Context: an optimization exercise on an open-source flow, tuned for small area and a short achievable clock period. The choices shown serve that exercise and are no tape-out recipe.

==> flow/design.v <==
package fifo_pkg;
    localparam int ADDR_WIDTH     = 4;                    
    localparam int FIFO_DEPTH     = 1 << ADDR_WIDTH;      
    localparam int DATA_WIDTH     = 128;                  
    localparam int PROG_EMPTY_ASSERT = 4;                 
    typedef logic [ADDR_WIDTH-1:0] addr_t;                
    typedef logic [ADDR_WIDTH:0]   count_t;               
    typedef logic [DATA_WIDTH-1:0] data_t;                
    typedef logic [FIFO_DEPTH-1:0] sel_t;                 
endpackage
`timescale 1ns/1ns
module fifo_wr_ctrl (
    input  logic             rd_clk,
    input  logic             rd_rst_n,
    input  logic             fifo_clear,
    input  logic             wen,        
    input  logic             full_nxt,   
    output fifo_pkg::sel_t   we          
);
    fifo_pkg::addr_t wr_ptr;
    fifo_pkg::addr_t wr_ptr_nxt;
    fifo_pkg::sel_t  wok;           
    assign wr_ptr_nxt = fifo_clear ? '0 : (wen ? wr_ptr + 1'b1 : wr_ptr);
    always_ff @(posedge rd_clk or negedge rd_rst_n) begin
        if (!rd_rst_n) begin
            wr_ptr <= '0;
        end else begin
            wr_ptr <= wr_ptr_nxt;
        end
    end
    always_ff @(posedge rd_clk or negedge rd_rst_n) begin
        if (!rd_rst_n) begin
            wok <= 16'd1;
        end else begin
            for (int r = 0; r < fifo_pkg::FIFO_DEPTH; r++) begin
                wok[r] <= (wr_ptr_nxt == r[fifo_pkg::ADDR_WIDTH-1:0]) & ~(full_nxt & ~fifo_clear);
            end
        end
    end
    assign we = wok;
endmodule
`timescale 1ns/1ns
module fifo_ram (
    input  logic             rd_clk,
    input  fifo_pkg::sel_t   we,        
    input  fifo_pkg::data_t  wdata,
    input  fifo_pkg::sel_t   rsel_lo,   
    input  fifo_pkg::sel_t   rsel_hi,   
    output fifo_pkg::data_t  rdata
);
    fifo_pkg::data_t mem [fifo_pkg::FIFO_DEPTH];
    fifo_pkg::data_t rd_word;
    for (genvar r = 0; r < fifo_pkg::FIFO_DEPTH; r++) begin : g_row
        always_ff @(posedge rd_clk) begin
            if (we[r]) begin
                mem[r] <= wdata;
            end
        end
    end
    always_comb begin
        rd_word = '0;
        for (int r = 0; r < fifo_pkg::FIFO_DEPTH; r++) begin
            rd_word = rd_word | (mem[r] & {{(fifo_pkg::DATA_WIDTH/2){rsel_hi[r]}},
                                           {(fifo_pkg::DATA_WIDTH/2){rsel_lo[r]}}});
        end
    end
    always_ff @(posedge rd_clk) begin
        rdata <= rd_word;
    end
endmodule
`timescale 1ns/1ns
module fifo_rd_ctrl (
    input  logic             rd_clk,
    input  logic             rd_rst_n,
    input  logic             fifo_clear,
    input  logic             ren,        
    output fifo_pkg::sel_t   rsel_lo,    
    output fifo_pkg::sel_t   rsel_hi
);
    fifo_pkg::addr_t rd_ptr;
    always_ff @(posedge rd_clk or negedge rd_rst_n) begin
        if (!rd_rst_n) begin
            rd_ptr <= '0;
        end else if (fifo_clear) begin
            rd_ptr <= '0;
        end else if (ren) begin
            rd_ptr <= rd_ptr + 1'b1;
        end
    end
    always_ff @(posedge rd_clk) begin
        for (int r = 0; r < fifo_pkg::FIFO_DEPTH; r++) begin
            rsel_lo[r] <= (rd_ptr == r[fifo_pkg::ADDR_WIDTH-1:0]);
            rsel_hi[r] <= (rd_ptr == r[fifo_pkg::ADDR_WIDTH-1:0]) & ~fifo_clear;
        end
    end
endmodule
`timescale 1ns/1ns
module fifo_buffer_top (
    input  logic          rd_clk,
    input  logic          rd_rst_n,
    input  logic          fifo_clear,
    input  logic          wr_en,
    input  logic [127:0]  wr_data,
    input  logic [4:0]    prog_full_assert_cfg,
    input  logic [4:0]    prog_full_negate_cfg,
    output logic          full,
    output logic          prog_full,
    output logic          ovf_int,
    input  logic          rd_en,
    output logic          empty,
    output logic          prog_empty,
    output logic          udf_int,
    output logic [127:0]  rd_data,
    output logic          rd_data_val,
    output logic [4:0]    data_count
);
    logic             wen;       
    logic             ren;       
    fifo_pkg::count_t occ;       
    fifo_pkg::count_t occ_nxt;
    logic             occ_inc;   
    logic             occ_dec;   
    logic             full_nxt;
    logic             empty_nxt;
    logic             dc_inc;    
    logic             dc_dec;    
    fifo_pkg::count_t dc_nxt;
    logic [1:0]       val_pipe;  
    fifo_pkg::sel_t   we;
    fifo_pkg::sel_t   rsel_lo;
    fifo_pkg::sel_t   rsel_hi;
    logic             nfull;       
    logic             empty_i;     
    logic             nempty_o;    
    logic             nprog_empty;
    logic             nval_i;      
    fifo_pkg::count_t ndc_i;       
    fifo_pkg::count_t dc_i;
    assign empty      = ~nempty_o;
    assign prog_empty = ~nprog_empty;
    assign wen = wr_en & nfull;
    assign ren = rd_en & ~empty_i;
    assign occ_inc   = wen & ~ren;
    assign occ_dec   = ren & ~wen;
    assign occ_nxt   = occ_inc ? occ + 5'd1 : (occ_dec ? occ - 5'd1 : occ);
    assign full_nxt  = occ_inc ? (occ == 5'd15) : (~nfull & ~occ_dec);
    assign empty_nxt = occ_dec ? (occ == 5'd1) : (empty_i & ~occ_inc);
    assign dc_i      = ~ndc_i;
    assign dc_inc    = wen & nval_i;
    assign dc_dec    = ~nval_i & ~wen;
    assign dc_nxt    = dc_inc ? dc_i + 5'd1 : (dc_dec ? dc_i - 5'd1 : dc_i);
    always_ff @(posedge rd_clk or negedge rd_rst_n) begin
        if (!rd_rst_n) begin
            occ         <= '0;
            full        <= 1'b0;
            nfull       <= 1'b1;
            empty_i     <= 1'b1;
            nempty_o    <= 1'b0;
            prog_full   <= 1'b0;
            nprog_empty <= 1'b0;
            val_pipe    <= '0;
            nval_i      <= 1'b1;
            data_count  <= '0;
            ndc_i       <= '1;
        end else if (fifo_clear) begin
            occ         <= '0;
            full        <= 1'b0;
            nfull       <= 1'b1;
            empty_i     <= 1'b1;
            nempty_o    <= 1'b0;
            prog_full   <= 1'b0;
            nprog_empty <= 1'b0;
            val_pipe    <= '0;
            nval_i      <= 1'b1;
            data_count  <= '0;
            ndc_i       <= '1;
        end else begin
            occ         <= occ_nxt;
            full        <= full_nxt;
            nfull       <= ~full_nxt;
            empty_i     <= empty_nxt;
            nempty_o    <= ~empty_nxt;
            if (occ >= prog_full_assert_cfg) begin
                prog_full <= 1'b1;
            end else if (occ < prog_full_negate_cfg) begin
                prog_full <= 1'b0;
            end
            nprog_empty <= (occ > 5'(fifo_pkg::PROG_EMPTY_ASSERT));
            val_pipe    <= {val_pipe[0], ren};
            nval_i      <= ~val_pipe[0];
            data_count  <= dc_nxt;
            ndc_i       <= ~dc_nxt;
        end
    end
    always_ff @(posedge rd_clk or negedge rd_rst_n) begin
        if (!rd_rst_n) begin
            ovf_int <= 1'b0;
            udf_int <= 1'b0;
        end else begin
            ovf_int <= wr_en & ~nfull;
            udf_int <= rd_en & empty_i;
        end
    end
    assign rd_data_val = val_pipe[1];
    fifo_wr_ctrl u_wr_ctrl (
        .rd_clk     ( rd_clk     ),
        .rd_rst_n   ( rd_rst_n   ),
        .fifo_clear ( fifo_clear ),
        .wen        ( wen        ),
        .full_nxt   ( full_nxt   ),
        .we         ( we         )
    );
    fifo_ram u_ram (
        .rd_clk     ( rd_clk     ),
        .we         ( we         ),
        .wdata      ( wr_data    ),
        .rsel_lo    ( rsel_lo    ),
        .rsel_hi    ( rsel_hi    ),
        .rdata      ( rd_data    )
    );
    fifo_rd_ctrl u_rd_ctrl (
        .rd_clk     ( rd_clk     ),
        .rd_rst_n   ( rd_rst_n   ),
        .fifo_clear ( fifo_clear ),
        .ren        ( ren        ),
        .rsel_lo    ( rsel_lo    ),
        .rsel_hi    ( rsel_hi    )
    );
endmodule
Settings: LEC_CHECK=0, CAP_MARGIN=20, CORE_MARGIN=2, CORE_UTILIZATION=55, SETUP_SLACK_MARGIN=2.0, SLEW_MARGIN=20, TNS_END_PERCENT=10; clock period 4.0 ns.
standard.sh (not shown) runs the stock make flow with config.mk's settings and CLKGATE_MAP_FILE= SYNTH_SCRIPT=/design/flow/synth_recipe.tcl, a recipe that flattens the netlist after the stock synthesis.
==> flow/flow/run.sh <==
#!/bin/bash
# Standard ORFS layout with three changes:
#  - port buffers are buf_2 instead of the slow delay buffer buffer_ports picks by default
#  - repair may change a cell's footprint
#  - clock tree: larger sink clusters, no dummy loads
set -euo pipefail
export BUFFER_PORTS_ARGS="-buffer_cell sky130_fd_sc_hd__buf_2"
export CTS_ARGS="-sink_clustering_enable -repair_clock_nets -dont_use_dummy_load -sink_clustering_size 25 -sink_clustering_max_diameter 90"
bash standard.sh MATCH_CELL_FOOTPRINT=0 finish > make.log 2>&1
The baseline passed the timing, DRC and antenna checks.
Edit:
--- a/flow/design.v
+++ b/flow/design.v
@@ -13,6 +13,7 @@
     input  logic             rd_clk,
     input  logic             rd_rst_n,
     input  logic             fifo_clear,
+    input  logic             wr_en,
     input  logic             wen,        
     input  logic             full_nxt,   
     output fifo_pkg::sel_t   we          
@@ -37,15 +38,14 @@
             end
         end
     end
-    assign we = wok;
+    assign we = {fifo_pkg::FIFO_DEPTH{wr_en}} & wok;
 endmodule
 `timescale 1ns/1ns
 module fifo_ram (
     input  logic             rd_clk,
     input  fifo_pkg::sel_t   we,        
     input  fifo_pkg::data_t  wdata,
-    input  fifo_pkg::sel_t   rsel_lo,   
-    input  fifo_pkg::sel_t   rsel_hi,   
+    input  fifo_pkg::sel_t   rsel,      
     output fifo_pkg::data_t  rdata
 );
     fifo_pkg::data_t mem [fifo_pkg::FIFO_DEPTH];
@@ -60,8 +60,7 @@
     always_comb begin
         rd_word = '0;
         for (int r = 0; r < fifo_pkg::FIFO_DEPTH; r++) begin
-            rd_word = rd_word | (mem[r] & {{(fifo_pkg::DATA_WIDTH/2){rsel_hi[r]}},
-                                           {(fifo_pkg::DATA_WIDTH/2){rsel_lo[r]}}});
+            rd_word = rd_word | (mem[r] & {fifo_pkg::DATA_WIDTH{rsel[r]}});
         end
     end
     always_ff @(posedge rd_clk) begin
@@ -74,8 +73,7 @@
     input  logic             rd_rst_n,
     input  logic             fifo_clear,
     input  logic             ren,        
-    output fifo_pkg::sel_t   rsel_lo,    
-    output fifo_pkg::sel_t   rsel_hi
+    output fifo_pkg::sel_t   rsel        
 );
     fifo_pkg::addr_t rd_ptr;
     always_ff @(posedge rd_clk or negedge rd_rst_n) begin
@@ -89,8 +87,7 @@
     end
     always_ff @(posedge rd_clk) begin
         for (int r = 0; r < fifo_pkg::FIFO_DEPTH; r++) begin
-            rsel_lo[r] <= (rd_ptr == r[fifo_pkg::ADDR_WIDTH-1:0]);
-            rsel_hi[r] <= (rd_ptr == r[fifo_pkg::ADDR_WIDTH-1:0]) & ~fifo_clear;
+            rsel[r] <= (rd_ptr == r[fifo_pkg::ADDR_WIDTH-1:0]);
         end
     end
 endmodule
@@ -127,8 +124,7 @@
     fifo_pkg::count_t dc_nxt;
     logic [1:0]       val_pipe;  
     fifo_pkg::sel_t   we;
-    fifo_pkg::sel_t   rsel_lo;
-    fifo_pkg::sel_t   rsel_hi;
+    fifo_pkg::sel_t   rsel;
     logic             nfull;       
     logic             empty_i;     
     logic             nempty_o;    
@@ -206,6 +202,7 @@
         .rd_clk     ( rd_clk     ),
         .rd_rst_n   ( rd_rst_n   ),
         .fifo_clear ( fifo_clear ),
+        .wr_en      ( wr_en      ),
         .wen        ( wen        ),
         .full_nxt   ( full_nxt   ),
         .we         ( we         )
@@ -214,8 +211,7 @@
         .rd_clk     ( rd_clk     ),
         .we         ( we         ),
         .wdata      ( wr_data    ),
-        .rsel_lo    ( rsel_lo    ),
-        .rsel_hi    ( rsel_hi    ),
+        .rsel       ( rsel       ),
         .rdata      ( rd_data    )
     );
     fifo_rd_ctrl u_rd_ctrl (
@@ -223,7 +219,6 @@
         .rd_rst_n   ( rd_rst_n   ),
         .fifo_clear ( fifo_clear ),
         .ren        ( ren        ),
-        .rsel_lo    ( rsel_lo    ),
-        .rsel_hi    ( rsel_hi    )
+        .rsel       ( rsel       )
     );
 endmodule
Effect: Cell count went up by 0.35%; area after synthesis falls by 0.47%; non-clock buffer count went up by 59; core utilization increases by 0.89 points; maximum frequency went up by 0.92%; register-to-register slack gains 0.06 ns; cell area came out higher by 0.50%.
No functional check of the RTL was part of any run of this note.

## re-timing with driven ports
Ports are ideal in the flow. The routed layouts listed here were re-timed in OpenROAD. Step 1 assumes that a clkbuf_16 drives the clock port and a buf_2 every other input. Step 2 also shifts input and output timing later by t, the mid clock arrival at the registers, as if the neighbouring blocks saw the same clock. Slacks: ideal ports / drivers / drivers and shift; pairs: ideal ports / drivers.
| run | t, ns | slack for setup (ns) | clock arrival spread, ns | cell pins on the clock port's net |
|---|---|---|---|---|
| the first run | 0.800 | 1.881 / 1.847 / 1.655 | 0.034 / 0.035 | 1 |
| the second run | 0.804 | 1.900 / 1.822 / 1.147 | 0.057 / 0.057 | 1 |
After both steps setup and hold are still met in every run listed. For the second run, which loses most, drivers alone change the setup slack by -0.078 ns; drivers and shift together by -0.753 ns.
